This is an optimization exercise on Yosys and OpenROAD, whose aim is small area, a short achievable clock period and few clock cycles per item, not a production implementation. The RTL of this run was laid out without a check of its function. No activity file was given, so power comes from the tool's default toggle rates.

## design/flow/config.mk

```make
export PLATFORM = sky130hd
export DESIGN_NAME = bidirectional_byte_stack_unit
export DESIGN_NICKNAME = bidirectional_byte_stack_unit
export VERILOG_FILES = /design/flow/design.v
export SDC_FILE = /design/flow/constraint.sdc
export NUM_CORES = 4
export LEC_CHECK = 0
export CAP_MARGIN = 20
export CORE_MARGIN = 2
export CORE_UTILIZATION = 55
export CTS_CLUSTER_DIAMETER = 100
export CTS_CLUSTER_SIZE = 30
export HOLD_SLACK_MARGIN = 0.0
export SETUP_SLACK_MARGIN = 4.65
export SLEW_MARGIN = 20
```

## design/flow/constraint.sdc

```tcl
create_clock -name core_clock -period 7.0 [get_ports {clk}]
set_input_delay 1.4000 -clock core_clock [delete_from_list [all_inputs] [get_ports {clk}]]
set_output_delay 1.4000 -clock core_clock [all_outputs]
set_load 0.01 [all_outputs]
```

## design/flow/design.v

```verilog
package bbs_pkg;
    localparam int STACK_DEPTH = 256;
    localparam int PTR_W = $clog2(STACK_DEPTH);
    typedef logic [PTR_W-1:0] ptr_t;
    typedef logic [7:0] byte_t;
    typedef enum logic [2:0] {
        CMD_PUSH    = 3'd0,
        CMD_POP     = 3'd1,
        CMD_DUP     = 3'd2,
        CMD_DROP    = 3'd3,
        CMD_PEEK    = 3'd4,
        CMD_COMPARE = 3'd5
    } cmd_t;
endpackage
module bbs_ram (
    input  logic       clk,
    input  logic       rst_n,
    input  logic       sh_p,
    input  logic       sh_m,
    input  logic       pol,
    input  logic       wr0,
    input  logic       wr1,
    input  logic       wr2,
    input  logic       wr255,
    input  logic [7:0] d0,
    input  logic [7:0] d1,
    input  logic [7:0] d2,
    input  logic [7:0] d255,
    output logic [7:0] q0,
    output logic [7:0] q1,
    output logic [7:0] q2,
    output logic [7:0] q3,
    output logic [7:0] q254,
    output logic [7:0] q255
);
    logic [7:0]    r0;
    logic [2047:8] ring;
    logic [2047:0] cur;
    logic [2047:0] nxt;
    assign cur = {ring, r0};
    always_comb
    begin
        for (int j = 0; j < 256; j++)
        begin
            nxt[8*j +: 8] = ~(({8{sh_p}} & cur[8*((j+1)%256) +: 8])
                            | ({8{sh_m}} & cur[8*((j+255)%256) +: 8]));
        end
        if (wr0)
        begin
            nxt[7:0] = d0 ^ {8{~pol}};
        end
        if (wr1)
        begin
            nxt[15:8] = d1 ^ {8{~pol}};
        end
        if (wr2)
        begin
            nxt[23:16] = d2 ^ {8{~pol}};
        end
        if (wr255)
        begin
            nxt[2047:2040] = d255 ^ {8{~pol}};
        end
    end
    always_ff @(posedge clk or negedge rst_n)
    begin
        if (!rst_n)
        begin
            r0 <= '0;
        end
        else
        begin
            r0 <= nxt[7:0];
        end
    end
    always_ff @(posedge clk)
    begin
        ring <= nxt[2047:8];
    end
    assign q0   = r0;
    assign q1   = ring[15:8];
    assign q2   = ring[23:16];
    assign q3   = ring[31:24];
    assign q254 = ring[2039:2032];
    assign q255 = ring[2047:2040];
endmodule
module bidirectional_byte_stack_unit (
    input  logic       clk,
    input  logic       rst_n,
    input  logic       in_valid,
    output logic       in_stall,
    input  logic [2:0] command,
    input  logic       grow_down,
    input  logic [7:0] push_value,
    output logic       out_valid,
    input  logic       out_stall,
    output logic [7:0] read_value,
    output logic       zero_out,
    output logic       carry_out,
    output logic [7:0] pointer_out
);
    logic       ir_valid;
    logic [2:0] ir_cmd;
    logic       ir_down;
    logic [7:0] ir_val;
    logic       sh_p, sh_m;      
    logic       off, off_next;   
    logic       pol;             
    logic [7:0] sp_reg, sp_next;
    logic       zero_reg, zero_next;
    logic       carry_reg, carry_next;
    logic [7:0] du_reg, du_next;      
    logic [7:0] dd_reg, dd_next;      
    logic [7:0] cnt_reg, cnt_next;    
    logic       full_reg, full_next;  
    logic       newterr;              
    logic       vp1_reg, vp2_reg, vm1_reg, vm2_reg;
    logic       vp1_next, vp2_next, vm1_next, vm2_next;
    logic [1:0]  qc;         
    logic [1:0]  qv;         
    logic        ov_reg;     
    logic [17:0] qd0, qd1;
    logic        exec;       
    logic        ir_valid_next, nx_down, nx_step, nx_up;
    logic [17:0] res;
    logic        stall_reg;
    logic       accept, pop;
    logic       in_up, in_dn, in_step, in_shp;
    logic       is_push, is_pd, is_rm, is_rd, is_cmp;
    logic       up, dn;
    logic       vp1, vp2, vm1, vm2;
    logic       clr0, wr_hi, wr_lo;
    logic [7:0] q0, q1, q2, q3, q254, q255;
    logic       sa1, sa2, sa255, sa0, a_zp;
    logic       sb2, sb3, sb254, sb255, b_zp;
    logic       nv_p1, nv_p2, nv_m1, nv_m2, pol_next;
    logic [7:0] a_st, b_st;            
    logic       a_eq_b, a_lt_b, a_gt_b;
    logic [7:0] a_val, wr_data, rv;
    logic       wr0, wr1, wr2, wr255;
    logic [7:0] d0, d1, d2, d255;
    logic [1:0] nq;
    logic       n_ge1, n_ge2;
    assign exec     = ir_valid & ~qc[1];
    assign in_stall = stall_reg;
    assign accept   = in_valid & ~(ir_valid & qc[1]);
    assign pop      = qv[0] & ~out_stall;
    assign qv       = {qc[1], qc != 2'd0};
    assign in_up   = ((command == bbs_pkg::CMD_PUSH) | (command == bbs_pkg::CMD_DUP)) & ~grow_down
                   | ((command == bbs_pkg::CMD_POP) | (command == bbs_pkg::CMD_DROP)) & grow_down;
    assign in_step = (command == bbs_pkg::CMD_PUSH) | (command == bbs_pkg::CMD_DUP)
                   | (command == bbs_pkg::CMD_POP) | (command == bbs_pkg::CMD_DROP);
    assign is_push = (ir_cmd == bbs_pkg::CMD_PUSH);
    assign is_pd   = (ir_cmd == bbs_pkg::CMD_PUSH) | (ir_cmd == bbs_pkg::CMD_DUP);
    assign is_rm   = (ir_cmd == bbs_pkg::CMD_POP)  | (ir_cmd == bbs_pkg::CMD_DROP);
    assign is_rd   = (ir_cmd == bbs_pkg::CMD_POP)  | (ir_cmd == bbs_pkg::CMD_PEEK);
    assign is_cmp  = (ir_cmd == bbs_pkg::CMD_COMPARE);
    assign up      = exec & ((is_pd & ~ir_down) | (is_rm & ir_down));
    assign dn      = exec & ((is_pd & ir_down) | (is_rm & ~ir_down));
    assign off_next = (up | dn) ? off : ~off;
    assign vp1 = vp1_reg;
    assign vp2 = vp2_reg;
    assign vm1 = vm1_reg;
    assign vm2 = vm2_reg;
    bbs_ram u_ram (
        .clk   (clk),
        .rst_n (rst_n),
        .sh_p  (sh_p),
        .sh_m  (sh_m),
        .pol   (pol),
        .wr0   (wr0),
        .wr1   (wr1),
        .wr2   (wr2),
        .wr255 (wr255),
        .d0    (d0),
        .d1    (d1),
        .d2    (d2),
        .d255  (d255),
        .q0    (q0),
        .q1    (q1),
        .q2    (q2),
        .q3    (q3),
        .q254  (q254),
        .q255  (q255)
    );
    assign a_st = ({8{sa1}} & q1) | ({8{sa2}} & q2) | ({8{sa255}} & q255) | ({8{sa0}} & q0)
                | {8{a_zp}};
    assign b_st = ({8{sb2}} & q2) | ({8{sb3}} & q3) | ({8{sb254}} & q254) | ({8{sb255}} & q255)
                | {8{b_zp}};
    assign a_eq_b = (a_st == b_st);
    assign a_lt_b = (a_st < b_st);
    assign a_gt_b = (a_st > b_st);
    assign a_val  = a_st ^ {8{pol}};
    assign wr_data = is_push ? ir_val : a_val;
    assign clr0  = exec & (is_rm | (is_pd & (ir_down ? ~vm1 : ~vp1)));
    assign wr_hi = exec & is_pd & ~ir_down;
    assign wr_lo = exec & is_pd & ir_down;
    assign wr0   = (clr0 & ~off_next) | (wr_hi & off_next);
    assign wr1   = (clr0 & off_next) | (wr_lo & ~off_next);
    assign wr2   = wr_lo & off_next;
    assign wr255 = wr_hi & ~off_next;
    assign d0    = off_next ? wr_data : 8'd0;
    assign d1    = off_next ? 8'd0 : wr_data;
    assign d2    = wr_data;
    assign d255  = wr_data;
    assign rv = is_rd ? a_val : 8'd0;
    assign newterr = (up & ~vp1_reg) | (dn & ~vm1_reg);
    always_comb
    begin
        sp_next    = sp_reg;
        du_next    = du_reg;
        dd_next    = dd_reg;
        vp1_next   = vp1_reg;
        vp2_next   = vp2_reg;
        vm1_next   = vm1_reg;
        vm2_next   = vm2_reg;
        zero_next  = zero_reg;
        carry_next = carry_reg;
        if (up)
        begin
            sp_next  = sp_reg + 8'd1;
            du_next  = (du_reg == 8'd0) ? 8'd0 : du_reg - 8'd1;
            dd_next  = dd_reg + 8'd1;
            vp1_next = vp2_reg;
            vp2_next = du_reg > 8'd2;
            vm1_next = 1'b1;
            vm2_next = vm1_reg;
        end
        if (dn)
        begin
            sp_next  = sp_reg - 8'd1;
            dd_next  = (dd_reg == 8'd0) ? 8'd0 : dd_reg - 8'd1;
            du_next  = du_reg + 8'd1;
            vm1_next = vm2_reg;
            vm2_next = dd_reg > 8'd2;
            vp1_next = 1'b1;
            vp2_next = vp1_reg;
        end
        if (full_next)
        begin
            vp1_next = 1'b1;
            vp2_next = 1'b1;
            vm1_next = 1'b1;
            vm2_next = 1'b1;
        end
        if (exec & is_cmp)
        begin
            zero_next  = a_eq_b;
            carry_next = pol ? a_gt_b : a_lt_b;
        end
    end
    assign cnt_next  = cnt_reg + 8'(newterr);
    assign full_next = full_reg | (newterr & (cnt_reg == 8'd254));
    assign res = {rv, zero_next, carry_next, sp_next};
    assign nv_p1    = vp1_next;
    assign nv_p2    = vp2_next;
    assign nv_m1    = vm1_next;
    assign nv_m2    = vm2_next;
    assign pol_next = ~pol;
    assign nq    = qc - 2'(pop) + 2'(exec);
    assign n_ge1 = (nq != 2'd0);
    assign n_ge2 = nq[1];
    assign ir_valid_next = accept | (ir_valid & ~exec);
    assign nx_down       = accept ? grow_down : ir_down;
    assign nx_step       = accept ? in_step : (is_pd | is_rm);
    assign nx_up         = accept ? in_up : ((is_pd & ~ir_down) | (is_rm & ir_down));
    assign in_shp        = (ir_valid_next & ~n_ge2 & nx_step) ? nx_up : off_next;
    always_ff @(posedge clk or negedge rst_n)
    begin
        if (!rst_n)
        begin
            ir_valid  <= 1'b0;
            sh_p      <= 1'b0;
            sh_m      <= 1'b1;
            off       <= 1'b0;
            pol       <= 1'b0;
            sp_reg    <= '0;
            zero_reg  <= 1'b0;
            carry_reg <= 1'b0;
            du_reg    <= '0;
            dd_reg    <= '0;
            cnt_reg   <= '0;
            full_reg  <= 1'b0;
            vp1_reg   <= 1'b0;
            vp2_reg   <= 1'b0;
            vm1_reg   <= 1'b0;
            vm2_reg   <= 1'b0;
            qc        <= '0;
            ov_reg    <= 1'b0;
        end
        else
        begin
            ir_valid  <= ir_valid_next;
            sh_p      <= in_shp;
            sh_m      <= ~in_shp;
            off       <= off_next;
            pol       <= ~pol;
            sp_reg    <= sp_next;
            zero_reg  <= zero_next;
            carry_reg <= carry_next;
            du_reg    <= du_next;
            dd_reg    <= dd_next;
            cnt_reg   <= cnt_next;
            full_reg  <= full_next;
            vp1_reg   <= vp1_next;
            vp2_reg   <= vp2_next;
            vm1_reg   <= vm1_next;
            vm2_reg   <= vm2_next;
            qc        <= nq;
            ov_reg    <= n_ge1;
        end
    end
    always_ff @(posedge clk)
    begin
        stall_reg <= ir_valid_next & n_ge2;
        sa1       <= nx_down & ~off_next & nv_p1;
        sa2       <= nx_down & off_next & nv_p1;
        sa255     <= ~nx_down & ~off_next & nv_m1;
        sa0       <= ~nx_down & off_next & nv_m1;
        a_zp      <= pol_next & (nx_down ? ~nv_p1 : ~nv_m1);
        sb2       <= nx_down & ~off_next & nv_p2;
        sb3       <= nx_down & off_next & nv_p2;
        sb254     <= ~nx_down & ~off_next & nv_m2;
        sb255     <= ~nx_down & off_next & nv_m2;
        b_zp      <= pol_next & (nx_down ? ~nv_p2 : ~nv_m2);
    end
    always_ff @(posedge clk)
    begin
        if (accept)
        begin
            ir_cmd  <= command;
            ir_down <= grow_down;
            ir_val  <= push_value;
        end
        qd0 <= ({18{pop & qv[1]}} & qd1)
             | ({18{(pop & ~qv[1]) | ~qv[0]}} & res)
             | ({18{qv[0] & ~pop}} & qd0);
        if (!qv[1])
        begin
            qd1 <= res;
        end
    end
    assign out_valid   = ov_reg;
    assign read_value  = qd0[17:10];
    assign zero_out    = qd0[9];
    assign carry_out   = qd0[8];
    assign pointer_out = qd0[7:0];
endmodule
```

## design/flow/run.sh

```bash
#!/bin/bash
# synth_recipe.tcl (not shown) runs the flow's synth.tcl, then flattens the netlist and writes it again
# the make line also repeats each setting of config.mk as NAME=value (left out here)
make -C /OpenROAD-flow-scripts/flow DESIGN_CONFIG=/design/flow/config.mk WORK_HOME=/design/flow/orfs CLKGATE_MAP_FILE= SYNTH_SCRIPT=/design/flow/synth_recipe.tcl finish
```

==> results.txt <==
biggest regs=u_ram.ring: 2040 flops, qd0: 18 flops, qd1: 18 flops; cell count after synthesis=5196; Detailed Route WL=113000 um; required time worst endpoint=5.60 ns; largest net degree at the start of global routing=267; chip height=346 um; Routed Antenna Nets=0; Syn Nets=5234; post-synth top area share=64.5%; Overflow after GRT=0; PortBufs=35; RSZ-0062 raised after global routing=true; Slew Viols, Final=0; io pins=36; vias per cell=6.09; NumNets Final=4938; Setup violations, final=0; deepest clock path buffer count=3; Starting DRT DRC Count=3356; Biggest register=u_ram.ring; Post-Place Cells=6289; Worst-Margin Slew=1.12 ns; HPWL Detailed=59800 um; status=timing/DRC/antenna clean; Synth area leaders=dfxtp_1, a22oi_1, clkbuf_1, dfrtp_1, edfxtp_1; Leakage=0.0270 uW; Setup TNS Final=0 ns; first-pass GRT wire length=185000 um; sequential share of the synthesized area=68.0%; Arrival @ worst endpoint=1.22 ns; synthesized area=64300 um2; routability-driven placement congestion ratio=0.791; Largest stage delay, worst path=0.39 ns; Slowest-stage cell, CP=dfrtp_1; row count=125; post-layout min period=2.62 ns; Layout Cells excl Fill=6438; Ys Warns=2; number of detailed-route iterations in the first pass=10; number of global-route vias before repair=36793; worst clock skew=0.0155 ns; initial antenna violation count=0; P&R area growth vs syn=6.16%; dpl cell area=65100 um2; leading area contributor after synthesis=dfxtp_1; initial core utilization=55.4%; Post-Syn Area per Cell=12.4 um2; TritonCTS clock tree=yes; final instance area=68200 um2; diode count=0; Netlist cell types=75; fin crit share=37.4%; crit-path cells=buf_2; Slew HR=25.4%; Startpoint Class=flip-flop; Fmax=0.382 GHz; async set or reset register ratio after synthesis=2.55%; Final Hold Vio Count=0; critical path endpoint category=primary output; leading cell type in the layout, fill and taps excluded=a22oi_1; drt drc=0; # H-tree levels=3; crit-path leading delay family=flip-flops; ys flop type=dfxtp_1; Min Hold Slack=0.434 ns; worst path bufs/invs=1; core area=116000 um2; Yosys reg bits=2154; max_cap viols=0; clk sinks=2154; worst hold path class=reg2reg; Design Power=41200 uW; Total GRT Usage=17.6%; critical path fanouts, max=1; Peak VDD IR=0.000423 V; root buffer cell=clkbuf_16; max reg flops=2040; total CTS buffers=81; share of cells above drive strength 1=5.64%; PD cells=604 nW/um2; type of the worst setup path=reg2out; die area=120000 um2; vias after detailed routing=39236; clock latency (worst-skew pair)=0.69 ns; commonest non-fill, non-tap cells in the layout=a22oi_1, dfxtp_1, clkbuf_16; routed length per instance=17.5 um; CTS clock-pin slew for the worst setup and hold paths=0.11 ns; Die Wd=346 um; EDFF count, synth=29
## metal layers
metal	part of all wire [%]	up-vias	GRT usage (%)
li1	-	19371	-
met2	46	417	27.2
met3	2.8	116	2.46
met5	0	-	0
met1	50	19332	26.1
met4	1.7	0	3.81
## area by class of cell
| cell class | instances | area [um2] |
|---|---|---|
| Timing Repair Buffer | 119 | 1540 |
| Multi-Input combinational cell | 2520 | 18800 |
| Fill cell | 9659 | 47800 |
| Clock buffer | 94 | 2160 |
| Tap cell | 1524 | 1910 |
| Sequential cell | 2154 | 43700 |
| Clock inverter | 3 | 23.8 |
| Inverter | 24 | 92.6 |
## worst paths after layout
check	from	endpoint	slack, ns	cells after the start
setup / recovery	ov_reg	out_valid	4.38	1
hold reg to reg	u_ram.ring[1062]	u_ram.ring[1054]	0.43	1
max in group asynchronous	rst_n	sh_p	5.44	2
min in group asynchronous	rst_n	dd_reg[5]	0.60	1
setup reg to reg	sb3	qd1[8]	4.61	8
hold / removal	u_ram.ring[1062]	u_ram.ring[1054]	0.43	1
## worst reg2reg max path, stage by stage, from the launching register on
cell      delay [ns]
dfxtp_4         0.40
a222oi_1        0.31
and2_1          0.23
ha_4            0.22
nor2b_1         0.12
o211ai_1        0.18
a21oi_2         0.11
or4_4           0.47
a31oi_4         0.20
## repair_timing
item,CTS,global route
hold buffers,0,0
endpoints found under the setup margin,1905,784
resized for setup,151,25
cloned,5,4
pin swaps,7,12
setup buffers,19,24
## where the power goes
group / switching, uW / total (uW) / internal [uW]
clock network: 3450 / 5670 / 2220
logic: 6400 / 12100 / 5740
registers: 4060 / 23400 / 19300
## through the flow
stage          util (%)  setup slack [ns]
5_1_grt            58.8              4.31
3_3_place_gp       56.1              3.46
2_1_floorplan         -              4.27
6_report           58.8              4.38
3_5_place_dp       56.1              3.45
4_1_cts            58.4              4.31
## cells by family (layout without fill, tap and decap cells)
family | count (synthesis) | in the layout | synth area share (%)
AOI/OAI and AO/OA | 2241 | 2241 | 26.0
xor gates and xnor gates | 37 | 38 | 0.557
adders and majority gates | 22 | 22 | 0.428
buffers and inverters | 523 | 240 | 3.12
DFF | 2154 | 2154 | 68.0
muxes | 19 | 19 | 0.333
and+or+nand+nor | 200 | 200 | 1.58
## Yosys cell counts (all sizes together), types with 18 or more instances
| library cell | instances |
|---|---|
| a21oi | 51 |
| edfxtp | 29 |
| nor3 | 18 |
| buf | 28 |
| dfxtp | 2070 |
| inv | 24 |
| clkbuf | 471 |
| and2 | 18 |
| a22oi | 2051 |
| o21ai | 48 |
| xnor2 | 24 |
| ha | 22 |
| nand2 | 56 |
| dfrtp | 54 |
| nor2 | 46 |

==> afterwards: timing with drivers on the ports <==
No port has a modelled driver above. Below, the same layout with a new extraction and two added sets of constraints. Step 1, drivers: a clkbuf_16 drives clk and a buf_2 each remaining input, both assumed. Step 2 times the ports against the registers' clock, not the clock port: input delays grow and output delays shrink by t, the midpoint of the rising clock arrivals with the driver on. Three values: ideal ports, drivers, drivers and shift; two values: the first two.
t, ns: 0.755
slack for setup (ns): 4.379 / 4.310 / 4.021
cell pins on the clock port's net: 1
After both steps setup and hold are still met in this run. For this run, drivers alone change the setup slack by -0.069 ns; drivers and shift together by -0.358 ns.
